This design comes from an exercise in tuning for small area and few clock cycles per item on the open sky130 flow, not from production work. Function was checked by simulation only, so behaviour that the tests miss may differ from the original. Power and IR drop assume default switching activity.

Setup of oak:
// expression_tokenizer_unit
module expression_tokenizer_unit #(
    parameter int MAX_FRAC_DIGITS = etok_pkg::MAX_FRAC_DIGITS_DEF,
    parameter int INT_BITS        = etok_pkg::INT_BITS_DEF
) (
    input  logic                      clk,
    input  logic                      rst_n,
    input  logic                      s_axis_tvalid,
    output logic                      s_axis_tready,
    input  logic [etok_pkg::CH_W-1:0] s_axis_tdata,    
    input  logic                      s_axis_tlast,    
    output logic                      m_axis_tvalid,
    input  logic                      m_axis_tready,
    output logic [39:0]               m_axis_tdata,    
    output logic [etok_pkg::KIND_W-1:0] m_axis_tuser,  
    output logic                      m_axis_tlast     
);
    logic             act_reg;       
    logic             frac_reg;      
    logic [3:0]       fcnt_reg;      
    logic [15:0]      ipart_reg;     
    logic             sat_reg;       
    logic [ACC_W-1:0] acc_reg;       
    logic [3:1]       cut_c_reg;     
    logic             hold_v_reg;
    logic             hold_end_reg;
    logic [7:0]       hold_ch_reg;
    logic [7:0] ch;
    logic [3:0] digit;
    logic       is_end, is_skip, is_digit, is_point, emit_tok, accept;
    assign ch       = s_axis_tdata;
    assign digit    = ch[3:0];
    assign is_end   = s_axis_tlast || (ch == 8'h00);
    assign is_skip  = (ch[7:5] == 3'b000) || (ch == 8'h20) || (ch == 8'h7F);
  ...
For scale: ~770 cells after synthesis, ~7000 µm² of cells after synthesis.
export LEC_CHECK = 0
export ABC_AREA = 1
export CAP_MARGIN = 20
export CORE_MARGIN = 2
export CORE_UTILIZATION = 65
export GPL_TIMING_DRIVEN = 0
export SLEW_MARGIN = 20
create_clock -name core_clock -period 10.0 [get_ports {clk}]
standard.sh (not shown) runs the stock make flow with config.mk's settings and CLKGATE_MAP_FILE= SYNTH_SCRIPT=/design/flow/synth_recipe.tcl, a recipe that flattens the netlist after the stock synthesis.
==> flow/flow/run.sh <==
#!/bin/bash
# Own layout flow: the standard flow (standard synthesis, then ORFS
# floorplan to finish) with these changes:
# - after the standard synthesis, the combinational gates between its
#   registers and adder cells are mapped again by ABC for area (reabc.abc);
#   registers, adder cells and all names of registers are kept, and a Yosys
#   equivalence proof against the standard netlist must pass, else the
#   standard netlist is used;
# - before floorplan, every combinational cell goes to the smallest drive
#   strength of its family (downsize.tcl); timing repair sizes up what the
#   period needs;
# - the port buffers that global placement inserts use the smallest buffer
#   cell instead of a delay buffer;
# - clock tree synthesis uses one buffer type in larger sink clusters,
#   without dummy loads.
# Each tool's output goes to a log file of its own in this folder.
set -euo pipefail
F="$PWD/flow"
R="$PWD/orfs/results/$FLOW_PLATFORM/expression_tokenizer_unit/base"
LIB="$FLOW_HOME/platforms/$FLOW_PLATFORM/lib/sky130_fd_sc_hd__tt_025C_1v80.lib"
YOSYS="$(command -v yosys || echo "$FLOW_HOME/../tools/install/yosys/bin/yosys")"

bash standard.sh synth > synth.log 2>&1

# Map the combinational logic again, keeping registers and adder cells.
reabc() {
  cp "$R/1_2_yosys.v" std_netlist.v || return 1
  local cells
  cells=$(grep -ohE 'sky130_fd_sc_hd__\w+' std_netlist.v | sort -u \
          | grep -vE '__(dfxtp_1|edfxtp_1|dfrtp_1|fa_1|ha_1|conb_1)$' | tr '\n' ' ')
  python3 "$F/libmodels.py" "$LIB" $cells > comb_models.v || return 1
  local du="-dont_use *lpflow* -dont_use *probe* -dont_use *clkdly* -dont_use *dlygate*"
  du="$du -dont_use *dlymetal* -dont_use *clkbuf* -dont_use *clkinv*"
  "$YOSYS" -p "read_verilog -lib $F/stubs.v; read_verilog comb_models.v; read_verilog std_netlist.v;
    hierarchy -top $FLOW_TOP; flatten; delete t:\$scopeinfo; techmap; opt -fast;
    abc -liberty $LIB $du -script $F/reabc.abc; opt_clean -purge;
    write_verilog -noattr -nohex -nodec reabc_netlist.v" > reabc.log 2>&1 || return 1
  # models of every cell either netlist uses, for the proof
  cells=$(grep -ohE 'sky130_fd_sc_hd__\w+' std_netlist.v reabc_netlist.v | sort -u \
          | grep -vE '__(dfxtp_1|edfxtp_1|dfrtp_1|fa_1|ha_1|conb_1)$' | tr '\n' ' ')
  python3 "$F/libmodels.py" "$LIB" $cells > all_models.v || return 1
  cat "$F/seqmodels.v" >> all_models.v || return 1
  "$YOSYS" -p "read_verilog all_models.v; read_verilog std_netlist.v; rename $FLOW_TOP gold;
    read_verilog reabc_netlist.v; rename $FLOW_TOP gate; proc; flatten; async2sync; opt_clean;
    equiv_make gold gate equiv; hierarchy -top equiv; equiv_simple -seq 2; equiv_induct;
    equiv_status -assert" > equiv.log 2>&1 || return 1
  # same registers, same names
  diff <(grep -oE 'sky130_fd_sc_hd__(dfxtp|edfxtp|dfrtp)_1 +\S+' std_netlist.v | sort) \
       <(grep -oE 'sky130_fd_sc_hd__(dfxtp|edfxtp|dfrtp)_1 +\S+' reabc_netlist.v | sort) > regs.diff || return 1
  grep -q 'Equivalence successfully proven' equiv.log || return 1
}
if reabc; then
  echo "reabc: using the remapped netlist" > reabc.status
  cp reabc_netlist.v "$R/1_2_yosys.v"
  rm -f "$R/1_synth.odb" "$R/1_synth.sdc"
else
  echo "reabc: failed, using the standard netlist" > reabc.status
fi

export PRE_FLOORPLAN_TCL="$F/downsize.tcl"
export BUFFER_PORTS_ARGS="-buffer_cell sky130_fd_sc_hd__buf_1"
export CTS_ARGS="-sink_clustering_enable -repair_clock_nets -buf_list sky130_fd_sc_hd__clkbuf_8 -sink_clustering_size 16 -dont_use_dummy_load"
bash standard.sh > standard.log 2>&1
Other scripts of this flow, unchanged in this note and not shown: flow/flow/downsize.tcl, flow/flow/libmodels.py, flow/flow/reabc.abc, flow/flow/seqmodels.v, flow/flow/stubs.v
oak finished every stage and its layout cleared the timing, DRC and antenna checks.
Testbench counts of oak, summed over its fixed seeds: cycles 31,132, tokens 10,951.
Relative to oak, the following input files were edited for pine:
Settings: removing GPL_TIMING_DRIVEN (formerly 0).
## What came out
- Compared with oak, pine shows a number of instances resized during post-cts repair that is 2 lower.
- Per the comparison of pine with oak, clock insertion delay at the later pin of the skew report shrank by 0.02 ns, slew at the pin closest to its max-slew limit shrank by 0.14 ns.
- [pine vs oak] number of non-clock buffers: higher in pine
- On post-layout minimum cycle time, pine does better than oak.
- The worst vdd rail ir drop in pine sits 31% above the value recorded for oak.
- The arrival time of data at the critical path endpoint in pine sits 0.64 ns below the value recorded for oak.
diff inputs: pine => birch
Settings: GPL_TIMING_DRIVEN: unset -> 0.
diff --git a/flow/flow/run.sh b/flow/flow/run.sh
--- a/flow/flow/run.sh
+++ b/flow/flow/run.sh
@@ -60,4 +60,4 @@
 export PRE_FLOORPLAN_TCL="$F/downsize.tcl"
 export BUFFER_PORTS_ARGS="-buffer_cell sky130_fd_sc_hd__buf_1"
-export CTS_ARGS="-sink_clustering_enable -repair_clock_nets -buf_list sky130_fd_sc_hd__clkbuf_8 -sink_clustering_size 16 -dont_use_dummy_load"
+export CTS_ARGS="-sink_clustering_enable -repair_clock_nets -buf_list sky130_fd_sc_hd__clkbuf_16 -sink_clustering_size 40 -sink_clustering_max_diameter 200 -dont_use_dummy_load"
 bash standard.sh > standard.log 2>&1
Notes after the runs:
On clock slew seen by the registers of the worst setup and hold paths, pine tracks birch almost exactly. The latest clock arrival within the worst-skew pair on pine is in line with that on birch. Going from pine to birch, sequential power ~0 delta; met3 global-route usage -1.9 points; die area ~0 delta.
--- input diff birch..maple ---
Settings: swapping 20 for 0 in SLEW_MARGIN; swapping 20 for 0 in CAP_MARGIN.
diff --git a/flow/flow/run.sh b/flow/flow/run.sh
--- a/flow/flow/run.sh
+++ b/flow/flow/run.sh
@@ -60,4 +60,4 @@
 export PRE_FLOORPLAN_TCL="$F/downsize.tcl"
 export BUFFER_PORTS_ARGS="-buffer_cell sky130_fd_sc_hd__buf_1"
-export CTS_ARGS="-sink_clustering_enable -repair_clock_nets -buf_list sky130_fd_sc_hd__clkbuf_16 -sink_clustering_size 40 -sink_clustering_max_diameter 200 -dont_use_dummy_load"
+export CTS_ARGS="-sink_clustering_enable -repair_clock_nets -buf_list sky130_fd_sc_hd__clkbuf_8 -sink_clustering_size 16 -dont_use_dummy_load"
 bash standard.sh > standard.log 2>&1
Findings:
maple finished every stage and its layout cleared the timing, DRC and antenna checks. Of maple and birch, birch shows the lower shortest period the worst path allows, with maple above it. maple has less setup slack than birch. Compared with birch, post-route standard cell area excluding fillers in maple decreased slightly. In maple relative to birch, total half-perimeter wirelength after legalization and detailed placement had gone down slightly.

## afterwards: timing with drivers on the ports
The results above use ideal ports. As a check the final layouts listed here were re-extracted and re-timed, cells and wires unchanged.
Step 1, drivers: a clkbuf_16 drives clk and a buf_2 each remaining input, both assumed.
Step 2 times the ports against the registers' clock, not the clock port: input delays grow and output delays shrink by t, the midpoint of the rising clock arrivals with the driver on.
Three values: no drivers, after step 1, after step 2; two values: the first two.
run | shift t [ns] | setup WS [ns] | worst setup path after step 2 | latest minus earliest clock arrival (ns)
oak | 0.404 | 0.444 / 0.458 / 0.054 | input to register | 0.028 / 0.028
pine | 0.379 | 1.100 / 1.108 / 0.729 | input to register | 0.021 / 0.022
birch | 0.377 | 0.411 / 0.427 / 0.051 | input to register | 0.016 / 0.015
maple | 0.404 | 0.290 / 0.304 / -0.100 | input to register | 0.019 / 0.018
Met with ideal ports but missed after step 2: setup timing in maple.
